From an optimization exercise on the open Yosys and OpenROAD flow, aimed at small area; shortcuts taken in it are not production practice. In this exercise RTL edits were held to simulation tests only and were not proved equivalent to the original.

===== flow/config.mk =====
export PLATFORM = sky130hd
export DESIGN_NAME = led_pattern_generator
export DESIGN_NICKNAME = led_pattern_generator
export VERILOG_FILES = /design/flow/design.v
export SDC_FILE = /design/flow/constraint.sdc
export NUM_CORES = 4
export LEC_CHECK = 0
export CAP_MARGIN = 20
export CORE_MARGIN = 2
export CORE_UTILIZATION = 65
export SLEW_MARGIN = 20

===== flow/constraint.sdc =====
create_clock -name core_clock -period 10.0 [get_ports {clk}]
set_input_delay 2.0000 -clock core_clock [delete_from_list [all_inputs] [get_ports {clk}]]
set_output_delay 2.0000 -clock core_clock [all_outputs]
set_load 0.01 [all_outputs]

===== flow/design.v =====
package lpg_pkg;
	localparam logic [1:0] MODE_SOLID  = 2'd0;
	localparam logic [1:0] MODE_BLINK  = 2'd1;
	localparam logic [1:0] MODE_DOUBLE = 2'd2;
	localparam logic [1:0] MODE_BREATH = 2'd3;
	localparam logic [2:0] REG_MODE     = 3'd0;
	localparam logic [2:0] REG_RED      = 3'd1;
	localparam logic [2:0] REG_GREEN    = 3'd2;
	localparam logic [2:0] REG_BLUE     = 3'd3;
	localparam logic [2:0] REG_INTERVAL = 3'd4;
	localparam logic [15:0] BLINK_INTERVAL_RESET = 16'd500;
endpackage
import lpg_pkg::*;
module lpg_cfg_regs
(
	input  logic        clk,
	input  logic        arst_n,
	input  logic        cfg_we,
	input  logic [2:0]  cfg_index,
	input  logic [15:0] cfg_wdata,
	output logic [1:0]  mode,
	output logic [23:0] color,       
	output logic [15:0] interval,
	output logic        ramp_restart
);
	always_ff @(posedge clk or negedge arst_n) begin
		if (!arst_n) begin
			mode     <= MODE_SOLID;
			color    <= '0;
			interval <= BLINK_INTERVAL_RESET;
		end else if (cfg_we) begin
			case (cfg_index)
				REG_MODE:     mode          <= cfg_wdata[1:0];
				REG_RED:      color[7:0]    <= cfg_wdata[7:0];
				REG_GREEN:    color[15:8]   <= cfg_wdata[7:0];
				REG_BLUE:     color[23:16]  <= cfg_wdata[7:0];
				REG_INTERVAL: interval      <= cfg_wdata;
				default: begin
				end
			endcase
		end
	end
	assign ramp_restart = cfg_we && (cfg_index == REG_MODE) && (cfg_wdata[1:0] == MODE_BREATH);
endmodule
import lpg_pkg::*;
module lpg_core
(
	input  logic        clk,
	input  logic        arst_n,
	input  logic [1:0]  mode,
	input  logic [23:0] color,
	input  logic [15:0] interval,
	input  logic        ramp_restart,
	input  logic        s1_go,
	input  logic [31:0] now,
	output logic        emit,
	output logic        load,         
	output logic [38:0] result        
);
	logic [31:0] blink_last_q;
	logic        blink_seen_q;
	logic        blink_on_q;
	logic [31:0] dbl_last_q;
	logic        dbl_seen_q;
	logic [2:0]  dbl_cnt_q;
	logic [5:0]  ramp_k_q;      
	logic        ramp_fall_q;   
	logic        blink_fire;
	logic        dbl_fire;
	logic [5:0]  k_d;
	logic        fall_d;
	logic [5:0]  k_sel;
	function automatic logic [16:0] add16(input logic [15:0] a, input logic [15:0] b, input logic cin);
		logic        c;
		logic [15:0] sm;
		c = cin;
		for (int i = 0; i < 16; i++) begin
			sm[i] = a[i] ^ b[i] ^ c;
			c     = (a[i] & b[i]) | (c & (a[i] | b[i]));
		end
		add16 = {c, sm};
	endfunction
	function automatic logic gt16(input logic [15:0] a, input logic [15:0] b);
		logic g;
		g = 1'b0;
		for (int i = 0; i < 16; i++)
			g = (a[i] & !b[i]) | (!(a[i] ^ b[i]) & g);
		gt16 = g;
	endfunction
	logic [31:0] last;
	logic [15:0] limit;
	logic [16:0] lo;
	logic        c1;
	logic [15:0] ha;
	logic [15:0] hb;
	logic        hi_zero;
	logic        fire;
	assign last  = ({32{mode[0] && blink_seen_q}} & blink_last_q)
	             | ({32{!mode[0] && dbl_seen_q}} & dbl_last_q);
	assign limit = mode[0] ? interval : 16'd100;
	assign lo = add16(now[15:0], ~last[15:0], 1'b1);
	assign c1 = lo[16];
	assign ha = now[31:16];
	assign hb = ~last[31:16];
	always_comb begin
		hi_zero = ((ha[0] ^ hb[0]) == c1);
		for (int i = 1; i < 16; i++)
			hi_zero = hi_zero && ((ha[i] ^ hb[i]) == (ha[i-1] | hb[i-1]));
	end
	assign fire       = !hi_zero || gt16(lo[15:0], limit);
	assign blink_fire = fire;
	assign dbl_fire   = fire;
	always_comb begin
		if (ramp_fall_q) begin
			k_d    = ramp_k_q - 6'd1;
			fall_d = (ramp_k_q != 6'd1);
		end else begin
			k_d    = ramp_k_q + 6'd1;
			fall_d = (ramp_k_q == 6'd49);
		end
	end
	always_comb begin
		load = 1'b1;
		case (mode)
			MODE_SOLID: begin
				emit  = 1'b1;
				k_sel = 6'd50;
			end
			MODE_BLINK: begin
				emit  = blink_fire;
				k_sel = blink_on_q ? 6'd0 : 6'd50;
			end
			MODE_DOUBLE: begin
				emit  = dbl_fire;
				k_sel = dbl_cnt_q[1] ? 6'd0 : 6'd50;
				load  = !dbl_cnt_q[2];
			end
			default: begin
				emit  = 1'b1;
				k_sel = ramp_k_q;
			end
		endcase
	end
	lpg_scale_mul u_red   (.c(color[7:0]),   .k(k_sel), .y(result[12:0]));
	lpg_scale_mul u_green (.c(color[15:8]),  .k(k_sel), .y(result[25:13]));
	lpg_scale_mul u_blue  (.c(color[23:16]), .k(k_sel), .y(result[38:26]));
	logic blink_load;
	logic dbl_load;
	assign blink_load = s1_go && (mode == MODE_BLINK) && blink_fire;
	assign dbl_load   = s1_go && (mode == MODE_DOUBLE) && dbl_fire;
	always_ff @(posedge clk) begin
		if (blink_load) begin
			blink_last_q <= now;
		end
		if (dbl_load) begin
			dbl_last_q <= now;
		end
	end
	always_ff @(posedge clk or negedge arst_n) begin
		if (!arst_n) begin
			blink_seen_q <= 1'b0;
			blink_on_q   <= 1'b0;
			dbl_seen_q   <= 1'b0;
			dbl_cnt_q    <= '0;
			ramp_k_q     <= 6'd1;
			ramp_fall_q  <= 1'b0;
		end else begin
			if (blink_load) begin
				blink_seen_q <= 1'b1;
				blink_on_q   <= !blink_on_q;
			end
			if (dbl_load) begin
				dbl_seen_q <= 1'b1;
				dbl_cnt_q  <= dbl_cnt_q + 3'd1;
			end
			if (ramp_restart) begin
				ramp_k_q    <= 6'd1;
				ramp_fall_q <= 1'b0;
			end else if (s1_go && (mode == MODE_BREATH)) begin
				ramp_k_q    <= k_d;
				ramp_fall_q <= fall_d;
			end
		end
	end
endmodule
module lpg_scale_mul
(
	input  logic [7:0]  c,
	input  logic [5:0]  k,
	output logic [12:0] y       
);
	logic [13:0] acc;
	logic [13:0] sum;
	logic [13:0] pp;
	logic        cy;
	always_comb begin
		acc = '0;
		for (int j = 0; j < 6; j++) begin
			pp = ({6'd0, c} & {14{k[j]}}) << j;
			cy = 1'b0;
			for (int i = 0; i < 14; i++) begin
				sum[i] = acc[i] ^ pp[i] ^ cy;
				cy     = (acc[i] & pp[i]) | (acc[i] & cy) | (pp[i] & cy);
			end
			acc = sum;
		end
		y = acc[13:1];
	end
endmodule
module lpg_scale_div
(
	input  logic [12:0] y,      
	output logic [7:0]  q       
);
	logic [4:0] s;
	logic [3:0] d;
	logic       b;
	logic       qq;
	always_comb begin
		s = y[12:8];
		for (int j = 7; j >= 0; j--) begin
			b    = y[j];
			qq   = (s >= 5'd13) || ((s == 5'd12) && b);
			d    = s[3:0] - 4'd13 + {3'd0, b};
			q[j] = qq;
			s    = qq ? {d, !b} : {s[3:0], b};
		end
	end
endmodule
import lpg_pkg::*;
module led_pattern_generator
(
	input  logic        clk,
	input  logic        arst_n,
	input  logic        cfg_we,
	input  logic [2:0]  cfg_index,
	input  logic [15:0] cfg_wdata,
	input  logic        s_tvalid,
	output logic        s_tready,
	input  logic [31:0] s_tdata,   
	output logic        m_tvalid,
	input  logic        m_tready,
	output logic [23:0] m_tdata    
);
	logic [1:0]  mode;
	logic [23:0] color;
	logic [15:0] interval;
	logic        ramp_restart;
	logic        valid_s1;
	logic [31:0] now_s1;
	logic        valid_s2;
	logic [38:0] prod_s2;
	logic [23:0] color_s2;
	logic [23:0] color_q;
	logic        out_free;
	logic        s2_free;
	logic        s1_go;
	logic        emit;
	logic        load;
	logic [38:0] result;
	assign out_free = !m_tvalid || m_tready;
	assign s2_free  = !valid_s2 || out_free;
	assign s1_go    = valid_s1 && s2_free;
	assign s_tready = !valid_s1 || s2_free;
	always_ff @(posedge clk or negedge arst_n) begin
		if (!arst_n) begin
			valid_s1 <= 1'b0;
		end else if (s_tready) begin
			valid_s1 <= s_tvalid;
		end
	end
	always_ff @(posedge clk) begin
		if (s_tready) begin
			now_s1 <= s_tdata;
		end
	end
	lpg_cfg_regs u_cfg (
		.clk          (clk),
		.arst_n       (arst_n),
		.cfg_we       (cfg_we),
		.cfg_index    (cfg_index),
		.cfg_wdata    (cfg_wdata),
		.mode         (mode),
		.color        (color),
		.interval     (interval),
		.ramp_restart (ramp_restart)
	);
	lpg_core u_core (
		.clk          (clk),
		.arst_n       (arst_n),
		.mode         (mode),
		.color        (color),
		.interval     (interval),
		.ramp_restart (ramp_restart),
		.s1_go        (s1_go),
		.now          (now_s1),
		.emit         (emit),
		.load         (load),
		.result       (result)
	);
	always_ff @(posedge clk or negedge arst_n) begin
		if (!arst_n) begin
			valid_s2 <= 1'b0;
			m_tvalid <= 1'b0;
		end else begin
			if (s2_free) begin
				valid_s2 <= valid_s1 && emit;
			end
			if (out_free) begin
				m_tvalid <= valid_s2;
			end
		end
	end
	lpg_scale_div u_div_red   (.y(prod_s2[12:0]),  .q(color_s2[7:0]));
	lpg_scale_div u_div_green (.y(prod_s2[25:13]), .q(color_s2[15:8]));
	lpg_scale_div u_div_blue  (.y(prod_s2[38:26]), .q(color_s2[23:16]));
	always_ff @(posedge clk) begin
		if (s1_go && emit && load) begin
			prod_s2 <= result;
		end
	end
	always_ff @(posedge clk) begin
		if (out_free) begin
			color_q <= color_s2;
		end
	end
	assign m_tdata = color_q;
endmodule

===== flow/flow/run.sh =====
#!/bin/bash
# Own layout flow: the standard layout (standard.sh) with
#  - synthesis by flow/synth.tcl (the standard script with adder extraction only in the
#    multiplier and with the ABC script flow/area.abc; same registers as the standard
#    synthesis),
#  - port buffers of the smallest buffer cell,
#  - clock tree without dummy loads, from clkbuf_8, in clusters of up to 16 flip-flops.
# The make output goes to flow_make.log in the work folder; ORFS's per-step logs stay under
# orfs/logs/.
set -euo pipefail
W=$(pwd)
export MY_ABC_SCRIPT="$W/flow/area.abc"
export SYNTH_KEEP_MODULES="lpg_scale_mul"
export BUFFER_PORTS_ARGS="-buffer_cell sky130_fd_sc_hd__buf_1"
export CTS_ARGS="-sink_clustering_enable -repair_clock_nets -dont_use_dummy_load -buf_list {sky130_fd_sc_hd__clkbuf_8} -sink_clustering_size 16 -sink_clustering_max_diameter 60"
bash "$W/standard.sh" SYNTH_SCRIPT="$W/flow/synth.tcl" finish > "$W/flow_make.log" 2>&1

===== flow/flow/area.abc =====
strash
&get -n
&fraig -x
&deepsyn -T 60
&put
strash
&get -n
&dch -f
&nf -R 1000
&put
topo
dnsize -c

===== flow/flow/synth.tcl =====
# The standard synthesis script (synth_recipe.tcl), with two changes that touch only the
# combinational logic: Yosys's full/half-adder extraction runs only on the multiplier module
# (kept as a separate module until the final flatten by SYNTH_KEEP_MODULES in run.sh), and
# ABC runs the area-oriented script in $MY_ABC_SCRIPT instead of ORFS's. Registers are mapped by the same
# dfflibmap step as in the standard synthesis, so their names and cell types are unchanged.
proc synth {args} { yosys synth -nofsm -noshare {*}$args }
proc extract_fa {args} { yosys extract_fa {*}$args lpg_scale_mul }
proc abc {args} {
  set i [lsearch $args -script]
  if {$i >= 0} { set args [lreplace $args $i [expr {$i + 1}] -script $::env(MY_ABC_SCRIPT)] }
  yosys abc {*}$args
}
source $::env(SCRIPTS_DIR)/synth.tcl
# left out here: clear keep_hierarchy, flatten, clean up, hide names made inside functions, write 1_2_yosys.v

===== flow/standard.sh =====
#!/bin/bash
# synth_recipe.tcl (not shown) runs the flow's synth.tcl, then flattens the netlist and writes it again
# the make line also repeats each setting of config.mk as NAME=value (left out here)
make -C /OpenROAD-flow-scripts/flow DESIGN_CONFIG=/design/flow/config.mk WORK_HOME=/design/flow/orfs CLKGATE_MAP_FILE= SYNTH_SCRIPT=/design/flow/synth_recipe.tcl "${@:-finish}"

==> results of run 1 <==
==> registers in the layout, indices dropped and copies added (netlist names) <==
signal,cells
prod_s2,39
now_s1,32
u_core.blink_last_q,32
u_core.dbl_last_q,32
color_q,24
u_cfg.color,24
u_cfg.interval,16
u_core.ramp_k_q,6
u_core.dbl_cnt_q,3
u_cfg.mode,2
m_tvalid,1
u_core.blink_on_q,1
u_core.blink_seen_q,1
u_core.dbl_seen_q,1
u_core.ramp_fall_q,1
valid_s1,1
valid_s2,1
==> path summary, 6_finish.rpt <==
check / from / cells after the start / endpoint
hold reg to reg: u_core.blink_on_q / 1 / u_core.blink_on_q
setup / recovery: u_cfg.mode[0] / 22 / prod_s2[11]
setup reg to reg: u_cfg.mode[0] / 22 / prod_s2[11]
min in group asynchronous: arst_n / 2 / u_cfg.interval[13]
max in group asynchronous: arst_n / 2 / u_cfg.color[3]
hold / removal: u_core.blink_on_q / 1 / u_core.blink_on_q
==> modules after synthesis, one instance, submodules excluded <==
module                 flops+latches  area [sq um]
led_pattern_generator            217          9930
lpg_scale_mul                      0          1090
==> logic make-up after synthesis <==
| kind of cell | after synthesis | synth area share [%] |
|---|---|---|
| and+or+nand+nor | 363 | 13.8 |
| DFF | 217 | 47.2 |
| adders and majority gates | 149 | 19.4 |
| AOI/OAI and AO/OA | 131 | 6.36 |
| xor gates and xnor gates | 111 | 7.36 |
| buffers and inverters | 83 | 2.36 |
| muxes | 42 | 3.57 |
==> routing by layer <==
layer	part of all wire [%]	track usage (%)	vias up
li1	-	-	3986
met1	44	28.5	3962
met2	50	38.7	157
met3	4.1	3.06	32
met4	2.0	6.46	0
met5	0	0	-
==> cells in the final DEF, fill, tap and decap left out, types with 3 or more instances in the layout <==
| cell type | instances |
|---|---|
| edfxtp_1 | 159 |
| nand2_1 | 106 |
| fa_1 | 102 |
| and2_0 | 100 |
| clkinv_1 | 83 |
| xnor2_1 | 81 |
| buf_1 | 80 |
| nor2_1 | 64 |
| dfrtp_1 | 51 |
| mux2_1 | 41 |
| a21oi_1 | 40 |
| a22oi_1 | 31 |
| xor2_1 | 30 |
| maj3_1 | 29 |
| o21ai_0 | 22 |
| nor3_1 | 20 |
| clkbuf_8 | 20 |
| ha_1 | 18 |
| nand2b_1 | 15 |
| buf_4 | 12 |
| nand3_1 | 9 |
| and3_1 | 9 |
| nor2b_1 | 8 |
| or3_1 | 8 |
| or2_0 | 8 |
| dfstp_2 | 7 |
| a31oi_1 | 6 |
| o22ai_1 | 4 |
| nand4_1 | 4 |
| nor3b_1 | 3 |
| a21o_1 | 3 |
| a31o_1 | 3 |
==> critical path, delay by kind of cell (launching register included) <==
family	cells	cell delay (ns)
AO/OA/AOI/OAI	1	0.17
adder cells (fa/ha/maj)	16	6.74
buffers and inverters	2	0.13
flip-flops	1	0.66
AND/OR/NAND/NOR	3	0.97
==> final cells by class <==
type	count	area, sq um	share of cell area [%]
Multi-Input combinational cell	796	6690	47.0
Timing Repair Buffer	93	395	2.78
Inverter	83	312	2.19
Sequential cell	217	6230	43.8
Clock buffer	20	275	1.93
Tap cell	270	338	2.37
==> through the flow <==
stage          std cells  utilization (%)
2_1_floorplan       1096                -
3_3_place_gp        1459             69.5
3_5_place_dp        1459             69.5
4_1_cts             1479             70.8
5_1_grt             1479             70.8
6_report            1479             70.8
==> flow_metrics.tcl, run 1 <==
set metrics [dict create \
    cts_hold_buf 0 \
    max-slew-margin-rel_pct 43.1 \
    postSynthCellCount 1096 \
    synth-main-ff-cell "edfxtp_1" \
    cts_resized 0 \
    hp-class "flop to flop" \
    cts_buffers 20 \
    grt_usage_pct 21.9 \
    period_needed_ns 8.94 \
    slew_violations 0 \
    dp_hpwl_mm 16.2 \
    nFillCells 1479 \
    setup_viol 0 \
    cts_num_sinks 217 \
    routed_via_density 5.50 \
    path_max_fanout 24 \
    cp-start-kind "flop" \
    cts_buffer_depth 3 \
    cts_tree "done" \
    max_cap_viol_count 0 \
    vias 8137 \
    io_pins 82 \
    drive_gt1_share_pct 3.56 \
    detail-route-antenna-nets 0 \
    grt_pass1_vias 8129 \
    cp_slowest_cell "dfrtp_1" \
    slowest_delay_ns 0.66 \
    drcViolationCount 0 \
    core_area_sq_um 20100 \
    whs_ns 0.479 \
    wl_per_cell_um 15.0 \
    grt_max_degree 59 \
    async_flop_share_pct 26.7 \
    critical_path_class "flop to flop" \
    die_area_sq_um 21500 \
    antenna_cells 0 \
    die_height_um 147 \
    crit_path_frequent_cell "fa_1" \
    drt_iter0_drc 381 \
    yosys-top-cells-area "edfxtp_1 36%, fa_1 15%, dfrtp_1 9.7%" \
    h-tree-depth 1 \
    tightest_slew_ns 0.854 \
    fin_area_sq_um 14200 \
    syn_area_per_cell_sq_um 12.1 \
    gp_congestion 0.798 \
    areaGrowthSynthToFinish_pct 7.80 \
    rrSetupSlack_ns 1.06 \
    row_count 52 \
    dp_slack_ns 0.976 \
    max_freq_ghz 0.112 \
    port_buffers 81 \
    setup_ws_ns 1.06 \
    finalSetupTns_ns 0 \
    yosys.area.top_type "edfxtp_1" \
    insertion_delay_ns 0.53 \
    rsz0062_at_grt "no" \
    seq_area_frac_synth_pct 47.2 \
    antenna_found_initial 0 \
    synth_commonest_cells "159 x edfxtp_1, 106 x nand2_1, 102 x fa_1" \
    end_kind "flop" \
    syn-cell-area_sq_um 13200 \
    synth_top_area_share_pct 36.1 \
    fin_nets 1387 \
    grt_pass1_wl_mm 38.1 \
    status "complete, no violations" \
    cp.required_ns 10.26 \
    postPlaceCellArea_sq_um 14000 \
    synth_nets 1272 \
    arrival_ns 9.20 \
    synth_cell_type_count 50 \
    yosysMostFrequentCell "edfxtp_1" \
    dr.pass1.iters 5 \
    finalHoldViolCount 0 \
    post_cts_buffers 0 \
    clk_pin_slew_worst_paths_ns 0.08 \
    yosysWarnings 5 \
    worstPathCellList "o21ai_0 > nand2_1 > nand2_1 > and2_0 > ha_1 > fa_1 > fa_1 > fa_1 > fa_1 > fa_1 > fa_1 > fa_1 > fa_1 > fa_1 > fa_1 > fa_1 > fa_1 > clkinv_1 > fa_1 > fa_1 > fa_1 > clkinv_1" \
    initial_core_util_pct 65.7 \
    synth-seq-cells 217 \
    root_buffer "clkbuf_8" \
    skew_ns 0.0399 \
    grt_overflow_total 0 \
    synth_edf_count 159 \
    timing.final.crit_share_pct 89.4 \
    wl_mm 22.1 \
    die_w_um 147 \
]
==> inputs of run 2 (changes only) <==
==> flow/flow/area.abc (replaced) <==
strash
&get -n
&fraig -x
&deepsyn -T 60
&put
strash
&get -n
&dch -f
&nf -R 1000
&put
buffer -c
upsize -c
dnsize -c
==> run 2 against run 1 <==
Cell area up 0.22%. Worst setup slack better by 0.47 ns. Global-route usage down 0.66 points. Count of clock-buffer cells in the layout down 1. Flip-flop and latch count unchanged. Sequential share of layout area down 0.096 points. Utilization down 0.30 points. Worst hold slack worse by 0.0018 ns. Clock skew up 0.00076 ns. Synthesized area up 1.2%. First-iteration DRC count down 9.2%. Highest routed layer unchanged.
==> flow_metrics.tcl, run 2 <==
set metrics [dict create \
    cts_num_sinks 217 \
    rr_worst_depth 23 \
    r2r_start "u_cfg.mode[1]" \
    insertion_delay_ns 0.52 \
    crit_path_end "prod_s2[11]" \
    status "complete, no violations" \
    syn_area_per_cell_sq_um 12.0 \
    root_buffer "clkbuf_8" \
    core_area_sq_um 20200 \
    max_freq_ghz 0.118 \
    grt_max_degree 59 \
    slowest_delay_ns 0.64 \
    die_w_um 147 \
    synth-seq-cells 217 \
    io_pins 82 \
    cts_buffers 19 \
    cp_slowest_cell "dfrtp_1" \
    vias 8090 \
    nFillCells 1515 \
    grt_overflow_total 0 \
    routed_via_density 5.48 \
    rrSetupSlack_ns 1.52 \
    synth_commonest_cells "159 x edfxtp_1, 106 x nand2_1, 102 x fa_1" \
    largest-register "prod_s2" \
    wl_mm 21.6 \
    yosys.area.top_type "edfxtp_1" \
    drive_gt1_share_pct 8.95 \
    antenna_found_initial 0 \
    synth_cell_type_count 61 \
    drt_iter0_drc 346 \
    crit_start "u_cfg.mode[1]" \
    h-tree-depth 1 \
    cts_tree "done" \
    grt_usage_pct 21.2 \
    max_cap_viol_count 0 \
    post_cts_buffers 0 \
    finalHoldViolCount 0 \
    cts_hold_buf 0 \
    wl_per_cell_um 14.6 \
    rsz0062_at_grt "no" \
    detail-route-antenna-nets 0 \
    critical_path_class "flop to flop" \
    clk_pin_slew_worst_paths_ns 0.10 \
    drcViolationCount 0 \
    arrival_ns 8.72 \
    async_flop_share_pct 26.7 \
    fin_nets 1385 \
    cts_resized 0 \
    grt_pass1_vias 8242 \
    yosysMostFrequentCell "edfxtp_1" \
    period_needed_ns 8.48 \
    synth_edf_count 159 \
    areaGrowthSynthToFinish_pct 6.80 \
    gp_congestion 0.831 \
    antenna_cells 0 \
    yosysWarnings 5 \
    end_kind "flop" \
    die_area_sq_um 21700 \
    synth_nets 1290 \
    skew_ns 0.0406 \
    finalSetupTns_ns 0 \
    syn-cell-area_sq_um 13400 \
    row_count 52 \
    cp-start-kind "flop" \
    dr.pass1.iters 4 \
    crit_path_frequent_cell "fa_1" \
    cp.required_ns 10.24 \
    r2r-end "prod_s2[11]" \
    largest_register_ffs 39 \
    dp_hpwl_mm 16.0 \
    timing.final.crit_share_pct 84.8 \
    initial_core_util_pct 66.1 \
    tightest_slew_ns 0.772 \
    yosys-top-cells-area "edfxtp_1 36%, fa_1 15%, dfrtp_1 9.5%" \
    cts_buffer_depth 3 \
    synth_top_area_share_pct 35.7 \
    mostFrequentLayoutCells "159 x edfxtp_1, 106 x nand2_1, 102 x fa_1" \
    synth-main-ff-cell "edfxtp_1" \
    port_buffers 81 \
    slew_violations 0 \
    path_max_fanout 22 \
    postSynthCellCount 1114 \
    hp-class "flop to flop" \
    seq_area_frac_synth_pct 46.6 \
    worstPathCellList "o21ai_0 > nand2_1 > nand2_1 > buf_4 > and2_1 > ha_1 > fa_1 > fa_1 > fa_1 > fa_1 > fa_1 > fa_1 > fa_1 > fa_1 > fa_1 > fa_1 > fa_1 > fa_1 > inv_1 > fa_1 > fa_1 > fa_1 > inv_1" \
    postPlaceCellArea_sq_um 14000 \
    max-slew-margin-rel_pct 48.5 \
    die_height_um 147 \
    grt_pass1_wl_mm 37.7 \
    final_common_cell "edfxtp_1" \
    fin_area_sq_um 14300 \
    setup_viol 0 \
]
## run 2: cell count changes in the layout (fill, tap and decap cells not counted), sizes merged
cell    delta
buf        -1
clkbuf     -1
clkinv    -83
inv       +83
## run 2: worst min path at each step
stage	slack [ns]	start	endpoint	cells past startpoint
final	0.48	u_core.blink_seen_q	u_core.blink_seen_q	1
after global routing	0.50	u_core.dbl_seen_q	u_core.dbl_seen_q	1
after CTS	0.48	u_core.dbl_seen_q	u_core.dbl_seen_q	1
after detailed placement	0.45	u_core.dbl_seen_q	u_core.dbl_seen_q	1
after global placement	0.45	u_core.dbl_seen_q	u_core.dbl_seen_q	1
after floorplan	0.43	u_core.dbl_seen_q	u_core.dbl_seen_q	1
## run 2: cells by family (layout without fill, tap and decap cells)
logic type                 Yosys count  count (layout)  share of synthesized area (%)
AOI/OAI and AO/OA                  131             131                           6.39
xor gates and xnor gates           111             111                           7.33
adders and majority gates          149             149                           19.3
buffers and inverters              101             194                           3.07
DFF                                217             217                           46.6
muxes                               42              42                           3.53
and+or+nand+nor                    363             363                           13.8
## run 2: final cells by class
cell class	instances	area (sq um)	share of cell area, %
multi-input combinational	796	6740	47.2
sequential	217	6230	43.7
timing repair buffer	92	388	2.72
tap	270	338	2.37
inverter	83	312	2.18
clock buffer	19	262	1.83
## run 2: metrics by stage
step | setup slack, ns | hold WS, ns | utilization, % | cells
detailed placement | 1.53 | 0.453 | 69.3 | 1458
floorplan | 1.40 | 0.434 | - | 1114
global route | 1.11 | 0.495 | 70.5 | 1477
CTS | 1.46 | 0.481 | 70.5 | 1477
global placement | 1.71 | 0.447 | 69.3 | 1458
finish | 1.52 | 0.478 | 70.5 | 1477
## run 2: critical path, delay by kind of cell (launching register included)
family / cells / cell delay (ns)
buffers and inverters: 3 / 0.31
AOI/OAI and AO/OA: 1 / 0.16
DFF: 1 / 0.64
and+or+nand+nor: 3 / 0.38
adders and majority gates: 16 / 6.71
## run 2: metal layers
metal  track usage [%]  vias to the layer above  wire length (um)
met2              37.7                      139             10700
met5                 0                        -                 0
met1              28.2                     3930              9720
li1                  -                     3978                 -
met3              2.07                       43               648
met4              6.35                        0               522
## run 2: Yosys stat by module (local to each module, per instance)
module                 area (sq um)  flip-flops and latches
lpg_scale_mul                  1110                       0
led_pattern_generator         10000                     217
==> inputs of run 3 (changes only) <==
==> flow/flow/area.abc (replaced) <==
strash
&get -n
&fraig -x
&deepsyn -T 60
&put
strash
&get -n
&dch -f
&nf -R 1000
&put
topo
dnsize -c
--- a/flow/config.mk
+++ b/flow/config.mk
@@ -5,7 +5,7 @@
 export SDC_FILE = /design/flow/constraint.sdc
 export NUM_CORES = 4
 export LEC_CHECK = 0
-export CAP_MARGIN = 20
+export CAP_MARGIN = 10
 export CORE_MARGIN = 2
-export CORE_UTILIZATION = 65
-export SLEW_MARGIN = 20
+export CORE_UTILIZATION = 75
+export SLEW_MARGIN = 10
==> run 3 against run 2 <==
Synthesized area down 1.2%. Cell area fell by 0.91%. Utilization rose by 12 points. Critical endpoint is now prod_s2[37]. Critical path type unchanged.
==> flow_metrics.tcl, run 3 <==
set metrics [dict create \
    status "complete, no violations" \
    mostFrequentLayoutCells "159 x edfxtp_1, 106 x nand2_1, 102 x fa_1" \
    postPlaceCellArea_sq_um 13900 \
    initial_core_util_pct 76.7 \
    areaGrowthSynthToFinish_pct 7.05 \
    synth_cell_type_count 50 \
    grt_pass1_wl_mm 38.2 \
    grt_usage_pct 26.0 \
    synth-seq-cells 217 \
    largest_register_ffs 39 \
    synth_top_area_share_pct 36.1 \
    fin_area_sq_um 14100 \
    core_area_sq_um 17200 \
    drive_gt1_share_pct 3.24 \
    finalHoldViolCount 0 \
    tightest_slew_ns 0.948 \
    cts_num_sinks 217 \
    gp_congestion 0.840 \
    dp_hpwl_mm 16.8 \
    grt_overflow_total 0 \
    insertion_delay_ns 0.54 \
    cts_hold_buf 0 \
    clk_pin_slew_worst_paths_ns 0.10 \
    drcViolationCount 0 \
    fin_nets 1383 \
    die_w_um 137 \
    cts_buffers 18 \
    timing.final.crit_share_pct 93.6 \
    whs_path_depth 1 \
    largest-register "prod_s2" \
    wl_mm 23.1 \
    max_cap_viol_count 0 \
    row_count 48 \
    finalSetupTns_ns 0 \
    max-slew-margin-rel_pct 36.6 \
    synth_commonest_cells "159 x edfxtp_1, 106 x nand2_1, 102 x fa_1" \
    cp.required_ns 10.28 \
    die_area_sq_um 18700 \
    wl_per_cell_um 16.2 \
    detail-route-antenna-nets 0 \
    io_pins 82 \
    cts_tree "done" \
    root_buffer "clkbuf_8" \
    vias 8311 \
    antenna_cells 0 \
    syn-cell-area_sq_um 13200 \
    rsz0062_at_grt "no" \
    period_needed_ns 9.36 \
    setup_viol 0 \
    synth-main-ff-cell "edfxtp_1" \
    yosys.area.top_type "edfxtp_1" \
    drt_iter0_drc 333 \
    grt_max_degree 59 \
    yosysMostFrequentCell "edfxtp_1" \
    path_max_fanout 26 \
    max_freq_ghz 0.107 \
    async_flop_share_pct 26.7 \
    antenna_found_initial 0 \
    yosysWarnings 5 \
    cts_buffer_depth 3 \
    rr_worst_depth 22 \
    post-route-util_pct 82.1 \
    dr.pass1.iters 5 \
    port_buffers 81 \
    synth_nets 1272 \
    h-tree-depth 1 \
    postSynthCellCount 1096 \
    end_kind "flop" \
    post_cts_buffers 0 \
    arrival_ns 9.64 \
    routed_via_density 5.81 \
    critical_path_class "flop to flop" \
    synth_edf_count 159 \
    hp-class "flop to flop" \
    skew_ns 0.0446 \
    slew_violations 0 \
    seq_area_frac_synth_pct 47.2 \
    syn_area_per_cell_sq_um 12.1 \
    grt_pass1_vias 8304 \
    final_common_cell "edfxtp_1" \
    yosys-top-cells-area "edfxtp_1 36%, fa_1 15%, dfrtp_1 9.7%" \
    die_height_um 137 \
    cp-start-kind "flop" \
    cts_resized 0 \
]
run 3: worst max-delay path, stage by stage, from the launching register on:
cell and delay (ns):
dfrtp_1 0.92, o21ai_0 0.20, nand2_1 0.16, nand2_1 0.47, and2_0 0.37, ha_1 0.21, fa_1 0.39, fa_1 0.49
fa_1 0.46, fa_1 0.39, fa_1 0.47, fa_1 0.44, fa_1 0.47, fa_1 0.46, fa_1 0.40, fa_1 0.41
fa_1 0.52, clkinv_1 0.09, fa_1 0.43, fa_1 0.38, fa_1 0.40, fa_1 0.50, clkinv_1 0.05
run 3: final timing paths:
kind,startpoint,to,slack [ns]
worst max-delay path,u_cfg.mode[0],prod_s2[37],0.64
worst min-delay path,u_core.dbl_seen_q,u_core.dbl_seen_q,0.50
worst max register to register,u_cfg.mode[0],prod_s2[37],0.64
worst min register to register,u_core.dbl_seen_q,u_core.dbl_seen_q,0.50
max in group asynchronous,arst_n,u_cfg.mode[1],7.89
min in group asynchronous,arst_n,u_cfg.interval[13],1.60
run 3: per-layer routing:
layer | routed length [um] | global-route usage (%)
met2 | 11900 | 45.8
met4 | 746 | 9.49
met5 | 0 | 0
met3 | 1060 | 3.70
met1 | 9440 | 33.0
run 3: through the flow:
step           setup WS [ns]  hold WS, ns  std cells
3_3_place_gp           0.930        0.459       1412
5_1_grt                0.193        0.517       1430
2_1_floorplan          0.248        0.428       1096
4_1_cts                0.610        0.503       1430
6_report               0.644        0.503       1430
3_5_place_dp           0.649        0.473       1412
run 3: cells by family (layout without fill, tap and decap cells):
logic type               count (synthesis)  after routing  share of synthesized area (%)
AND/OR/NAND/NOR                        363            363                           13.8
buffers and inverters                   83            192                           2.36
multiplexers                            42             42                           3.57
flip-flops                             217            217                           47.2
XOR/XNOR                               111            111                           7.36
AO/OA/AOI/OAI                          131            131                           6.36
adder cells (fa/ha/maj)                149            149                           19.4
run 3: final cells by class:
| class | instances | area (sq um) |
|---|---|---|
| multi-input cells | 796 | 6690 |
| flip-flops and latches | 217 | 6230 |
| fillers | 1010 | 3090 |
| repair buffers | 91 | 380 |
| inverters | 83 | 312 |
| well taps | 225 | 282 |
| clock buffers | 18 | 248 |
run 3: modules after synthesis (local to each module, per instance):
| module | times used | flip-flops and latches |
|---|---|---|
| led_pattern_generator | 1 | 217 |
| lpg_scale_mul | 3 | 0 |
==> inputs of run 4 (changes only) <==
==> flow/flow/area.abc (replaced) <==
strash
&get -n
&fraig -x
&put
scorr
dc2
dretime
strash
&get -n
&dch -f
&nf -R 1000 -a
&put
topo
dnsize -c
==> run 4 against run 3 <==
Still clean on timing, DRC and antenna. Worst setup slack improved by 0.74 ns. Utilization increased by 0.29 points. Critical path depth decreased by 1. Sequential share of layout area decreased by 0.46 points. Maximum frequency increased by 8.6%. Cell area increased by 1.1%. Critical endpoint is now prod_s2[24]. Highest routed layer unchanged.
==> flow_metrics.tcl, run 4 <==
set metrics [dict create \
    areaGrowthSynthToFinish_pct 7.18 \
    critical_path_class "flop to flop" \
    cts_num_sinks 217 \
    cts_tree "done" \
    max-slew-margin-rel_pct 44.7 \
    insertion_delay_ns 0.53 \
    grt_usage_pct 27.4 \
    dp_hpwl_mm 18.0 \
    fin_nets 1435 \
    cts_buffer_depth 3 \
    row_count 48 \
    timing.final.crit_share_pct 86.2 \
    r2r_start "u_cfg.mode[0]" \
    period_needed_ns 8.62 \
    dr.pass1.iters 5 \
    slowest_delay_ns 0.55 \
    slew_violations 0 \
    detail-route-antenna-nets 0 \
    die_w_um 137 \
    syn-cell-area_sq_um 13300 \
    syn_area_per_cell_sq_um 11.6 \
    crit_path_frequent_cell "fa_1" \
    drive_gt1_share_pct 3.42 \
    rsz0062_at_grt "no" \
    io_pins 82 \
    antenna_cells 0 \
    grt_pass1_vias 8816 \
    cp-start-kind "flop" \
    finalHoldViolCount 0 \
    setup_viol 0 \
    synth_edf_count 159 \
    grt_pass1_wl_mm 40.6 \
    die_area_sq_um 18900 \
    final_common_cell "edfxtp_1" \
    critPathTopFamily "adder cells" \
    vias 8635 \
    sequential_cell_area_sq_um 6230 \
    worstPathCellList "buf_4 > and3_1 > and2_0 > ha_1 > fa_1 > fa_1 > fa_1 > fa_1 > fa_1 > fa_1 > fa_1 > fa_1 > clkinv_1 > fa_1 > fa_1 > fa_1 > fa_1 > fa_1 > fa_1 > fa_1 > clkinv_1" \
    yosysWarnings 5 \
    arrival_ns 8.90 \
    nFillCells 1042 \
    yosysMostFrequentCell "edfxtp_1" \
    rr_worst_depth 21 \
    cp_slowest_cell "fa_1" \
    wl_mm 24.2 \
    yosys-top-cells-area "edfxtp_1 36%, fa_1 15%, dfrtp_1 9.6%" \
    tightest_slew_ns 0.830 \
    status "complete, no violations" \
    initial_core_util_pct 76.8 \
    path_buf_inv 3 \
    synth_cell_type_count 45 \
    die_height_um 137 \
    drcViolationCount 0 \
    clk_pin_slew_worst_paths_ns 0.11 \
    antenna_found_initial 0 \
    cts_buffers 18 \
    yosys.area.top_type "edfxtp_1" \
    synth_top_area_share_pct 35.8 \
    cp.required_ns 10.28 \
    whs_path_depth 1 \
    routed_via_density 5.83 \
    dp_slack_ns 1.35 \
    synth-seq-cells 217 \
    largest-register "prod_s2" \
    synth_nets 1322 \
    max_cap_viol_count 0 \
    largest_register_ffs 39 \
    grt_max_degree 59 \
    gp_congestion 0.806 \
    cts_hold_buf 0 \
    post_cts_buffers 0 \
    rrSetupSlack_ns 1.38 \
    synth_commonest_cells "159 x edfxtp_1, 117 x nand2_1, 106 x and2_0" \
    root_buffer "clkbuf_8" \
    path_max_fanout 27 \
    wl_per_cell_um 16.4 \
    r2r-end "prod_s2[24]" \
    finalSetupTns_ns 0 \
    max_freq_ghz 0.116 \
    skew_ns 0.0377 \
    async_flop_share_pct 26.7 \
    drt_iter0_drc 439 \
    hp-class "flop to flop" \
    grt_overflow_total 0 \
    h-tree-depth 1 \
    mostFrequentLayoutCells "159 x edfxtp_1, 117 x nand2_1, 106 x and2_0" \
    multi_input_area_sq_um 6820 \
    seq_area_frac_synth_pct 46.7 \
    core_area_sq_um 17400 \
    setup_ws_ns 1.38 \
    postSynthCellCount 1146 \
    port_buffers 81 \
    end_kind "flop" \
    cts_resized 0 \
    holdCritStartpoint "u_core.blink_on_q" \
    synth-main-ff-cell "edfxtp_1" \
    min_to "u_core.blink_on_q" \
]
run 4: changes by cell type after synthesis, sizes merged, moves of 8 or more:
cell / change
maj3: -11
o21a: +8
xor2: -8
nand2: +11
o21ai: +17
nor2: +18
run 4: modules after synthesis (local to each module, per instance):
| module | flops+latches | copies in the design | cells inside |
|---|---|---|---|
| lpg_scale_mul | 0 | 3 | 108 |
| led_pattern_generator | 217 | 1 | 822 |
run 4: layer usage:
metal	GRT usage (%)	vias to the layer above	wire length, um	part of all wire [%]
met5	0	-	0	0
met4	8.13	0	629	2.6
met3	2.94	49	785	3.2
met2	51.1	179	12900	53
met1	33.7	4277	9940	41
li1	-	4130	-	-
run 4: worst reg2reg max path: cells and delay by family (launching register included):
kind          cells  cell delay [ns]
fa+ha+maj        16             6.82
buf+inv           3             0.39
simple gates      2             0.76
flops             1             0.38
run 4: worst max path at each step:
| stage | start | endpoint | slack (ns) | depth (start not counted) |
|---|---|---|---|---|
| 2_1_floorplan | u_cfg.mode[0] | u_core.dbl_cnt_q[2] | 0.58 | 30 |
| 3_3_place_gp | u_cfg.mode[1] | prod_s2[11] | 1.60 | 20 |
| 3_5_place_dp | u_cfg.mode[0] | prod_s2[37] | 1.35 | 21 |
| 4_1_cts | u_cfg.mode[0] | prod_s2[37] | 1.34 | 21 |
| 5_1_grt | u_cfg.mode[1] | prod_s2[24] | 1.00 | 23 |
| 6_report | u_cfg.mode[0] | prod_s2[24] | 1.38 | 21 |
run 4: kinds of logic after synthesis:
logic type               after synthesis  share of synthesized area (%)
AND/OR/NAND/NOR                      420                           15.7
flip-flops                           217                           46.7
AO/OA/AOI/OAI                        145                           6.73
adder cells (fa/ha/maj)              138                           18.4
XOR/XNOR                              98                           6.44
buffers and inverters                 85                           2.39
multiplexers                          43                           3.61
run 4: area by class of cell:
type | instances | share of cell area (%)
Sequential cell | 217 | 43.6
Tap cell | 225 | 1.97
Timing Repair Buffer | 93 | 2.77
Clock buffer | 18 | 1.73
Inverter | 85 | 2.23
Multi-Input combinational cell | 844 | 47.7
run 4: per-stage QoR:
stage                     util (%)  std cells  hold WS (ns)  cell area (sq um)
after floorplan                  -       1146         0.435              13300
after global placement        80.9       1464         0.451              14000
after detailed placement      80.9       1464         0.478              14000
after CTS                     82.4       1482         0.493              14300
after global routing          82.4       1482         0.505              14300
final                         82.4       1482         0.488              14300
==> inputs of run 5 (changes only) <==
==> flow/flow/run.sh (replaced) <==
#!/bin/bash
# Own layout flow: the standard layout (standard.sh) with
#  - synthesis by flow/synth.tcl (the standard script with adder extraction only in the
#    multiplier and with the ABC script flow/area.abc; same registers as the standard
#    synthesis),
#  - port buffers of the smallest buffer cell,
#  - clock tree without dummy loads, from clkbuf_4, in clusters of up to 12 flip-flops.
# The make output goes to flow_make.log in the work folder; ORFS's per-step logs stay under
# orfs/logs/.
set -euo pipefail
W=$(pwd)
export MY_ABC_SCRIPT="$W/flow/area.abc"
export SYNTH_KEEP_MODULES="lpg_scale_mul"
export BUFFER_PORTS_ARGS="-buffer_cell sky130_fd_sc_hd__buf_1"
export CTS_ARGS="-sink_clustering_enable -repair_clock_nets -dont_use_dummy_load -buf_list {sky130_fd_sc_hd__clkbuf_4} -sink_clustering_size 12 -sink_clustering_max_diameter 50"
bash "$W/standard.sh" SYNTH_SCRIPT="$W/flow/synth.tcl" finish > "$W/flow_make.log" 2>&1
==> flow/flow/area.abc (replaced) <==
strash
&get -n
&fraig -x
&deepsyn -T 60
&put
strash
&get -n
&dch -f
&nf -R 1000
&put
buffer -c
upsize -c
dnsize -c
--- a/flow/config.mk
+++ b/flow/config.mk
@@ -5,7 +5,7 @@
 export SDC_FILE = /design/flow/constraint.sdc
 export NUM_CORES = 4
 export LEC_CHECK = 0
-export CAP_MARGIN = 10
+export CAP_MARGIN = 20
 export CORE_MARGIN = 2
-export CORE_UTILIZATION = 75
-export SLEW_MARGIN = 10
+export CORE_UTILIZATION = 65
+export SLEW_MARGIN = 20
==> run 5 against run 4 <==
Cell area decreased by 0.53%. Global-route usage down 6.2 points. Synthesized cell count shrank 2.8%. Worst hold slack worse by 0.0071 ns. Maximum frequency increased by 2.4%. First-iteration DRC count fell by 30%. Synthesized area grew 0.23%. Register-to-register slack improved by 0.20 ns. Non-clock buffer count is 1 lower. Largest cell class unchanged.
==> flow_metrics.tcl, run 5 <==
set metrics [dict create \
    tightest_slew_ns 0.765 \
    io_pins 82 \
    status "complete, no violations" \
    dr.pass1.iters 4 \
    hp-class "flop to flop" \
    async_flop_share_pct 26.7 \
    postSynthCellCount 1114 \
    cts_hold_buf 0 \
    post_cts_buffers 0 \
    synth_cell_type_count 61 \
    max_freq_ghz 0.119 \
    period_needed_ns 8.41 \
    routed_via_density 5.48 \
    cts_tree "done" \
    cts_buffers 27 \
    setup_viol 0 \
    critPathTopFamily "adder cells" \
    crit_path_frequent_cell "fa_1" \
    timing.final.crit_share_pct 84.1 \
    dp_hpwl_mm 16.0 \
    seq_area_frac_synth_pct 46.6 \
    largest_register_ffs 39 \
    yosysMostFrequentCell "edfxtp_1" \
    max_cap_viol_count 0 \
    die_w_um 147 \
    post-route-util_pct 70.3 \
    syn_area_per_cell_sq_um 12.0 \
    yosys-top-cells-area "edfxtp_1 36%, fa_1 15%, dfrtp_1 9.5%" \
    final_common_cell "edfxtp_1" \
    syn-cell-area_sq_um 13400 \
    skew_ns 0.0808 \
    slew_violations 0 \
    cp.required_ns 10.41 \
    finalHoldViolCount 0 \
    path_max_fanout 22 \
    die_height_um 147 \
    synth_commonest_cells "159 x edfxtp_1, 106 x nand2_1, 102 x fa_1" \
    end_kind "flop" \
    drt_iter0_drc 308 \
    synth_top_area_share_pct 35.7 \
    max-slew-margin-rel_pct 49.0 \
    synth-seq-cells 217 \
    yosys.area.top_type "edfxtp_1" \
    gp_congestion 0.831 \
    multi_input_area_sq_um 6740 \
    fin_nets 1393 \
    fin_cells 1486 \
    port_buffers 81 \
    mostFrequentLayoutCells "159 x edfxtp_1, 106 x nand2_1, 102 x fa_1" \
    cp-start-kind "flop" \
    wl_per_cell_um 14.5 \
    slowest_delay_ns 0.64 \
    synth_nets 1290 \
    whs_ns 0.480 \
    vias 8140 \
    initial_core_util_pct 66.1 \
    grt_overflow_total 0 \
    largest-register "prod_s2" \
    cts_buffer_depth 3 \
    cts_resized 0 \
    finalSetupTns_ns 0 \
    root_buffer "clkbuf_4" \
    insertion_delay_ns 0.67 \
    synth_edf_count 159 \
    path_buf_inv 3 \
    areaGrowthSynthToFinish_pct 6.37 \
    yosysWarnings 5 \
    grt_pass1_wl_mm 37.8 \
    nFillCells 1522 \
    drcViolationCount 0 \
    cp_slowest_cell "dfrtp_1" \
    synth-main-ff-cell "edfxtp_1" \
    h-tree-depth 1 \
    grt_pass1_vias 8297 \
    critical_path_class "flop to flop" \
    row_count 52 \
    die_area_sq_um 21700 \
    sequential_cell_area_sq_um 6230 \
    arrival_ns 8.82 \
    placed_cells 1458 \
    grt_max_degree 59 \
    drive_gt1_share_pct 9.55 \
    grt_usage_pct 21.2 \
    antenna_found_initial 2 \
    clk_pin_slew_worst_paths_ns 0.11 \
    detail-route-antenna-nets 0 \
    wl_mm 21.6 \
    cts_num_sinks 217 \
    rsz0062_at_grt "no" \
    worstPathCellList "o21ai_0 > nand2_1 > nand2_1 > buf_4 > and2_1 > ha_1 > fa_1 > fa_1 > fa_1 > fa_1 > fa_1 > fa_1 > fa_1 > fa_1 > fa_1 > fa_1 > fa_1 > fa_1 > inv_1 > fa_1 > fa_1 > fa_1 > inv_1" \
    core_area_sq_um 20200 \
]
## run 5: cell count changes after synthesis, moves of 18 or more
cell	change
and2_0	-106
mux2_1	-41
inv_1	+83
nor2_1	-18
and2_1	+96
mux2_2	+41
clkinv_1	-85
## run 5: layer usage
layer | wire length (um) | share of wire (%) | vias to the layer above | global-route usage [%]
met3 | 855 | 4.0 | 44 | 2.81
met2 | 10600 | 49 | 154 | 37.5
li1 | - | - | 4009 | -
met5 | 13 | 0.060 | - | 0
met1 | 9560 | 44 | 3931 | 27.8
met4 | 501 | 2.3 | 2 | 6.39
## run 5: final timing paths
| kind | startpoint | to | slack, ns | cells past startpoint |
|---|---|---|---|---|
| max in group asynchronous | arst_n | u_core.ramp_fall_q | 8.01 | 2 |
| min in group asynchronous | arst_n | u_cfg.interval[11] | 1.48 | 2 |
| setup / recovery | u_cfg.mode[1] | prod_s2[11] | 1.59 | 23 |
| hold / removal | u_core.blink_seen_q | u_core.blink_seen_q | 0.48 | 1 |
| setup reg to reg | u_cfg.mode[1] | prod_s2[11] | 1.59 | 23 |
| hold reg to reg | u_core.blink_seen_q | u_core.blink_seen_q | 0.48 | 1 |
## run 5: worst reg2reg max path: stages, from the launching register on
cell and delay, ns:
dfrtp_1 0.64, o21ai_0 0.16, nand2_1 0.12, nand2_1 0.08, buf_4 0.21, and2_1 0.19, ha_1 0.18, fa_1 0.38
fa_1 0.47, fa_1 0.45, fa_1 0.40, fa_1 0.40, fa_1 0.39, fa_1 0.39, fa_1 0.39, fa_1 0.48
fa_1 0.45, fa_1 0.48, fa_1 0.56, inv_1 0.06, fa_1 0.43, fa_1 0.38, fa_1 0.49, inv_1 0.04
## run 5: cell type report
type	count	area share, %
diodes	1	0.0176
clock buffers	27	1.43
well taps	270	2.38
multi-input cells	796	47.4
inverters	83	2.19
flip-flops and latches	217	43.8
repair buffers	92	2.73
## run 5: cells by family (layout without fill, tap and decap cells)
| group | after synthesis | after routing | synth area share (%) |
|---|---|---|---|
| AND/OR/NAND/NOR | 363 | 363 | 13.8 |
| XOR/XNOR | 111 | 111 | 7.33 |
| flip-flops | 217 | 217 | 46.6 |
| multiplexers | 42 | 42 | 3.53 |
| buffers and inverters | 101 | 202 | 3.07 |
| AO/OA/AOI/OAI | 131 | 131 | 6.39 |
| adder cells (fa/ha/maj) | 149 | 149 | 19.3 |
| other | 0 | 1 | 0 |
## run 5: per-module statistics from Yosys (local to each module, per instance)
module / cell area (sq um) / copies in the design / flip-flops and latches
led_pattern_generator: 10000 / 1 / 217
lpg_scale_mul: 1110 / 3 / 0
## run 5: stage by stage
| step | setup WS [ns] | area (sq um) |
|---|---|---|
| 3_3_place_gp | 1.71 | 14000 |
| 3_5_place_dp | 1.53 | 14000 |
| 2_1_floorplan | 1.40 | 13400 |
| 4_1_cts | 1.54 | 14200 |
| 5_1_grt | 1.19 | 14200 |
| 6_report | 1.59 | 14200 |
==> inputs of run 6 (changes only) <==
==> flow/flow/run.sh (replaced) <==
#!/bin/bash
# Own layout flow: the standard layout (standard.sh) with
#  - synthesis by flow/synth.tcl (the standard script with adder extraction only in the
#    multiplier and with the ABC script flow/area.abc; same registers as the standard
#    synthesis),
#  - port buffers of the smallest buffer cell,
#  - clock tree without dummy loads, from clkbuf_8, in clusters of up to 16 flip-flops.
# The make output goes to flow_make.log in the work folder; ORFS's per-step logs stay under
# orfs/logs/.
set -euo pipefail
W=$(pwd)
export MY_ABC_SCRIPT="$W/flow/area.abc"
export SYNTH_KEEP_MODULES="lpg_scale_mul"
export BUFFER_PORTS_ARGS="-buffer_cell sky130_fd_sc_hd__buf_1"
export CTS_ARGS="-sink_clustering_enable -repair_clock_nets -dont_use_dummy_load -buf_list {sky130_fd_sc_hd__clkbuf_8} -sink_clustering_size 16 -sink_clustering_max_diameter 60"
bash "$W/standard.sh" SYNTH_SCRIPT="$W/flow/synth.tcl" finish > "$W/flow_make.log" 2>&1
==> flow/flow/area.abc (replaced) <==
strash
&get -n
&fraig -x
&deepsyn -T 60
&put
strash
&get -n
&dch -f
&nf -R 1000
&put
topo
dnsize -c
==> flow/flow/synth.tcl (replaced) <==
# The standard synthesis script (synth_recipe.tcl), with changes that touch only the
# combinational logic:
#  - the multiplier module is kept separate until the final flatten (SYNTH_KEEP_MODULES in
#    run.sh); Yosys's quick ABC pass inside synth (abc -fast) skips it, and the full/half-adder
#    extraction runs only on it, so the extraction sees its adders as written;
#  - ABC's technology mapping runs the area-oriented script in $MY_ABC_SCRIPT instead of ORFS's.
# Registers are mapped by the same dfflibmap step as in the standard synthesis, so their names
# and cell types are unchanged.
proc synth {args} {
  set i [lsearch -exact $args -run]
  if {$i >= 0 && [string match "fine:*" [lindex $args [expr {$i + 1}]]]} {
    yosys synth -nofsm -noshare -noabc {*}$args
    yosys abc -fast $::env(DESIGN_NAME)
    yosys opt -fast
  } else {
    yosys synth -nofsm -noshare {*}$args
  }
}
proc extract_fa {args} { yosys extract_fa {*}$args lpg_scale_mul }
proc abc {args} {
  set i [lsearch $args -script]
  if {$i >= 0} { set args [lreplace $args $i [expr {$i + 1}] -script $::env(MY_ABC_SCRIPT)] }
  yosys abc {*}$args
}
source $::env(SCRIPTS_DIR)/synth.tcl
# left out here: clear keep_hierarchy, flatten, clean up, hide names made inside functions, write 1_2_yosys.v
--- a/flow/config.mk
+++ b/flow/config.mk
@@ -5,7 +5,7 @@
 export SDC_FILE = /design/flow/constraint.sdc
 export NUM_CORES = 4
 export LEC_CHECK = 0
-export CAP_MARGIN = 20
+export CAP_MARGIN = 10
 export CORE_MARGIN = 2
-export CORE_UTILIZATION = 65
-export SLEW_MARGIN = 20
+export CORE_UTILIZATION = 75
+export SLEW_MARGIN = 10
==> run 6 against run 5 <==
First-iteration DRC count grew 32%. Still clean on timing, DRC and antenna. Worst hold slack gained 0.020 ns. Die area decreased by 15%. Routed wire length increased by 10%. Synthesized area shrank 2.1%. Global-route usage is 5.8 points higher. Critical path type unchanged.
==> flow_metrics.tcl, run 6 <==
set metrics [dict create \
    synth_commonest_cells "159 x edfxtp_1, 142 x and2_0, 102 x fa_1" \
    path_max_fanout 30 \
    timing.final.crit_share_pct 90.9 \
    period_needed_ns 9.09 \
    cp_slowest_cell "dfrtp_1" \
    root_buffer "clkbuf_8" \
    grt_pass1_vias 8274 \
    clk_pin_slew_worst_paths_ns 0.10 \
    hp-class "flop to flop" \
    synth-main-ff-cell "edfxtp_1" \
    port_buffers 81 \
    insertion_delay_ns 0.54 \
    yosysWarnings 5 \
    row_count 48 \
    yosys.area.top_type "edfxtp_1" \
    antenna_cells 0 \
    end_kind "flop" \
    mostFrequentLayoutCells "159 x edfxtp_1, 142 x and2_0, 102 x fa_1" \
    die_area_sq_um 18500 \
    dp_hpwl_mm 17.2 \
    r2r_start "u_cfg.mode[0]" \
    holdCritStartpoint "u_cfg.interval[0]" \
    synth_top_area_share_pct 36.5 \
    nFillCells 1020 \
    drt_iter0_drc 407 \
    post_cts_buffers 0 \
    die_w_um 136 \
    rsz0062_at_grt "no" \
    antenna_found_initial 0 \
    grt_overflow_total 0 \
    max-slew-margin-rel_pct 40.4 \
    postPlaceCellArea_sq_um 13800 \
    finalSetupTns_ns 0 \
    dp_slack_ns 0.950 \
    routed_via_density 5.95 \
    postSynthCellCount 1033 \
    fin_nets 1322 \
    setup_ws_ns 0.913 \
    cp-start-kind "flop" \
    critical_path_class "flop to flop" \
    max_cap_viol_count 0 \
    final_common_cell "edfxtp_1" \
    drcViolationCount 0 \
    drive_gt1_share_pct 3.58 \
    grt_pass1_wl_mm 39.1 \
    areaGrowthSynthToFinish_pct 7.24 \
    min_to "u_cfg.interval[0]" \
    yosysMostFrequentCell "edfxtp_1" \
    cts_buffer_depth 3 \
    cts_resized 0 \
    yosys-top-cells-area "edfxtp_1 36%, fa_1 16%, dfrtp_1 9.8%" \
    core_area_sq_um 17200 \
    dr.pass1.iters 5 \
    syn_area_per_cell_sq_um 12.7 \
    rrSetupSlack_ns 0.91 \
    slowest_delay_ns 0.90 \
    rr_worst_depth 24 \
    gp_congestion 0.792 \
    cts_num_sinks 217 \
    cts_hold_buf 0 \
    r2r-end "u_core.blink_last_q[26]" \
    post-route-util_pct 81.7 \
    async_flop_share_pct 26.7 \
    whs_path_depth 1 \
    grt_max_degree 59 \
    arrival_ns 9.29 \
    max_freq_ghz 0.110 \
    synth_edf_count 159 \
    tightest_slew_ns 0.894 \
    wl_mm 23.8 \
    skew_ns 0.0601 \
    synth_nets 1209 \
    largest_register_ffs 39 \
    fin_area_sq_um 14000 \
    largest-register "prod_s2" \
    slew_violations 0 \
    wl_per_cell_um 17.4 \
    finalHoldViolCount 0 \
    cts_buffers 18 \
    cp.required_ns 10.20 \
    cts_tree "done" \
    crit_path_frequent_cell "maj3_1" \
    worstPathCellList "and2_0 > buf_4 > a22oi_1 > xnor2_1 > a21oi_1 > nor2_1 > maj3_1 > maj3_1 > maj3_1 > maj3_1 > maj3_1 > maj3_1 > maj3_1 > maj3_1 > maj3_1 > maj3_1 > maj3_1 > maj3_1 > maj3_1 > xnor2_1 > o211a_1 > or4_1 > clkinv_1 > buf_4" \
    detail-route-antenna-nets 0 \
    die_height_um 136 \
    syn-cell-area_sq_um 13100 \
    io_pins 82 \
    h-tree-depth 1 \
    vias 8141 \
    synth_cell_type_count 50 \
    status "complete, no violations" \
    seq_area_frac_synth_pct 47.7 \
    setup_viol 0 \
    synth-seq-cells 217 \
    grt_usage_pct 27.0 \
    initial_core_util_pct 76.2 \
]
==> run 6: changes by cell type in the layout (fill, tap and decap cells not counted), moves of 7 or more <==
cell / change
nand2_1: -42
and2_0: +142
mux2_2: -41
clkinv_1: +20
and2_1: -96
maj3_2: -13
mux2_1: +41
clkbuf_8: +18
maj3_1: +13
clkbuf_4: -27
or2_0: +7
inv_1: -83
==> run 6: metrics by stage <==
step           hold WS (ns)  instances
2_1_floorplan         0.428       1033
3_3_place_gp          0.458       1351
3_5_place_dp          0.478       1351
4_1_cts               0.500       1369
5_1_grt               0.521       1369
6_report              0.500       1369
==> run 6: layout make-up <==
cell class                 count  area, sq um  share of cell area (%)
inverter                      20         75.1                   0.535
clock buffer                  18          248                    1.77
tap                          225          282                    2.01
multi-input combinational    796         6790                    48.4
sequential                   217         6230                    44.4
timing repair buffer          93          395                    2.82
==> run 6: worst max path at each step <==
| stage | to | start | slack, ns | depth (start not counted) |
|---|---|---|---|---|
| finish | u_core.blink_last_q[26] | u_cfg.mode[0] | 0.91 | 24 |
| global route | u_core.blink_last_q[30] | u_cfg.mode[0] | 0.53 | 24 |
| CTS | u_core.blink_last_q[18] | u_cfg.mode[0] | 0.92 | 24 |
| detailed placement | u_core.blink_last_q[15] | u_cfg.mode[0] | 0.95 | 24 |
| global placement | u_core.blink_last_q[15] | u_cfg.mode[0] | 1.17 | 24 |
| floorplan | prod_s2[0] | u_cfg.mode[0] | 0.25 | 24 |
==> run 6: worst max-delay path, delay by kind of cell, from the launching register on <==
family	cells	cell delay [ns]
compound gates	3	0.46
xor+xnor	2	0.31
fa+ha+maj	13	5.30
buf+inv	3	0.97
flops	1	0.90
simple gates	3	0.85
==> run 6: metal layers <==
metal  up-vias  GRT usage [%]  share of wire (%)
met1      4042           34.5                 41
met3        38           3.91                4.2
met5         -              0                  0
li1       3863              -                  -
met2       198           48.6                 53
met4         0           7.47                2.1
==> run 6: kinds of logic (layout without fill, tap and decap cells) <==
logic type / count (synthesis) / after routing / synth area share (%)
AOI/OAI and AO/OA: 131 / 131 / 6.43
xor gates and xnor gates: 111 / 111 / 7.43
adders and majority gates: 149 / 149 / 19.6
buffers and inverters: 20 / 131 / 0.574
DFF: 217 / 217 / 47.7
muxes: 42 / 42 / 3.61
and+or+nand+nor: 363 / 363 / 14.7
==> run 6: per-module statistics from Yosys (local to each module, per instance) <==
| module | flip-flops and latches | cells | cell area (sq um) | copies in the design |
|---|---|---|---|---|
| led_pattern_generator | 217 | 772 | 9930 | 1 |
| lpg_scale_mul | 0 | 87 | 1050 | 3 |

[port drivers added, routing unchanged]
The results above use ideal ports. As a check the final layouts listed here were re-extracted and re-timed, cells and wires unchanged. Step 1 (the two cells are an assumption about what drives the block):
set clk [get_ports {clk}]
set_driving_cell -lib_cell sky130_fd_sc_hd__clkbuf_16 $clk
set_driving_cell -lib_cell sky130_fd_sc_hd__buf_2 [delete_from_list [all_inputs] $clk]
Step 2 times the ports against the registers' clock, not the clock port: input delays grow and output delays shrink by t, the midpoint of the rising clock arrivals with the driver on. Slacks: ideal / step 1 / step 2; pairs: ideal / step 1.
| run | t, ns | setup slack, ns | worst hold slack (ns) | worst slew at a driven data input, ns | pins driven straight from the clock port |
|---|---|---|---|---|---|
| run 1 | 0.556 | 1.056 / 1.056 / 1.056 | 0.479 / 0.479 / 0.479 | 0.05 | 1 |
| run 2 | 0.536 | 1.523 / 1.523 / 1.523 | 0.478 / 0.478 / 0.478 | 0.03 | 1 |
| run 3 | 0.553 | 0.644 / 0.644 / 0.644 | 0.503 / 0.503 / 0.503 | 0.05 | 1 |
| run 4 | 0.556 | 1.383 / 1.383 / 1.383 | 0.488 / 0.488 / 0.488 | 0.07 | 1 |
| run 5 | 0.667 | 1.586 / 1.586 / 1.586 | 0.480 / 0.480 / 0.480 | 0.03 | 1 |
| run 6 | 0.544 | 0.913 / 0.913 / 0.913 | 0.500 / 0.500 / 0.500 | 0.04 | 1 |
After both steps setup and hold are still met in every run listed.
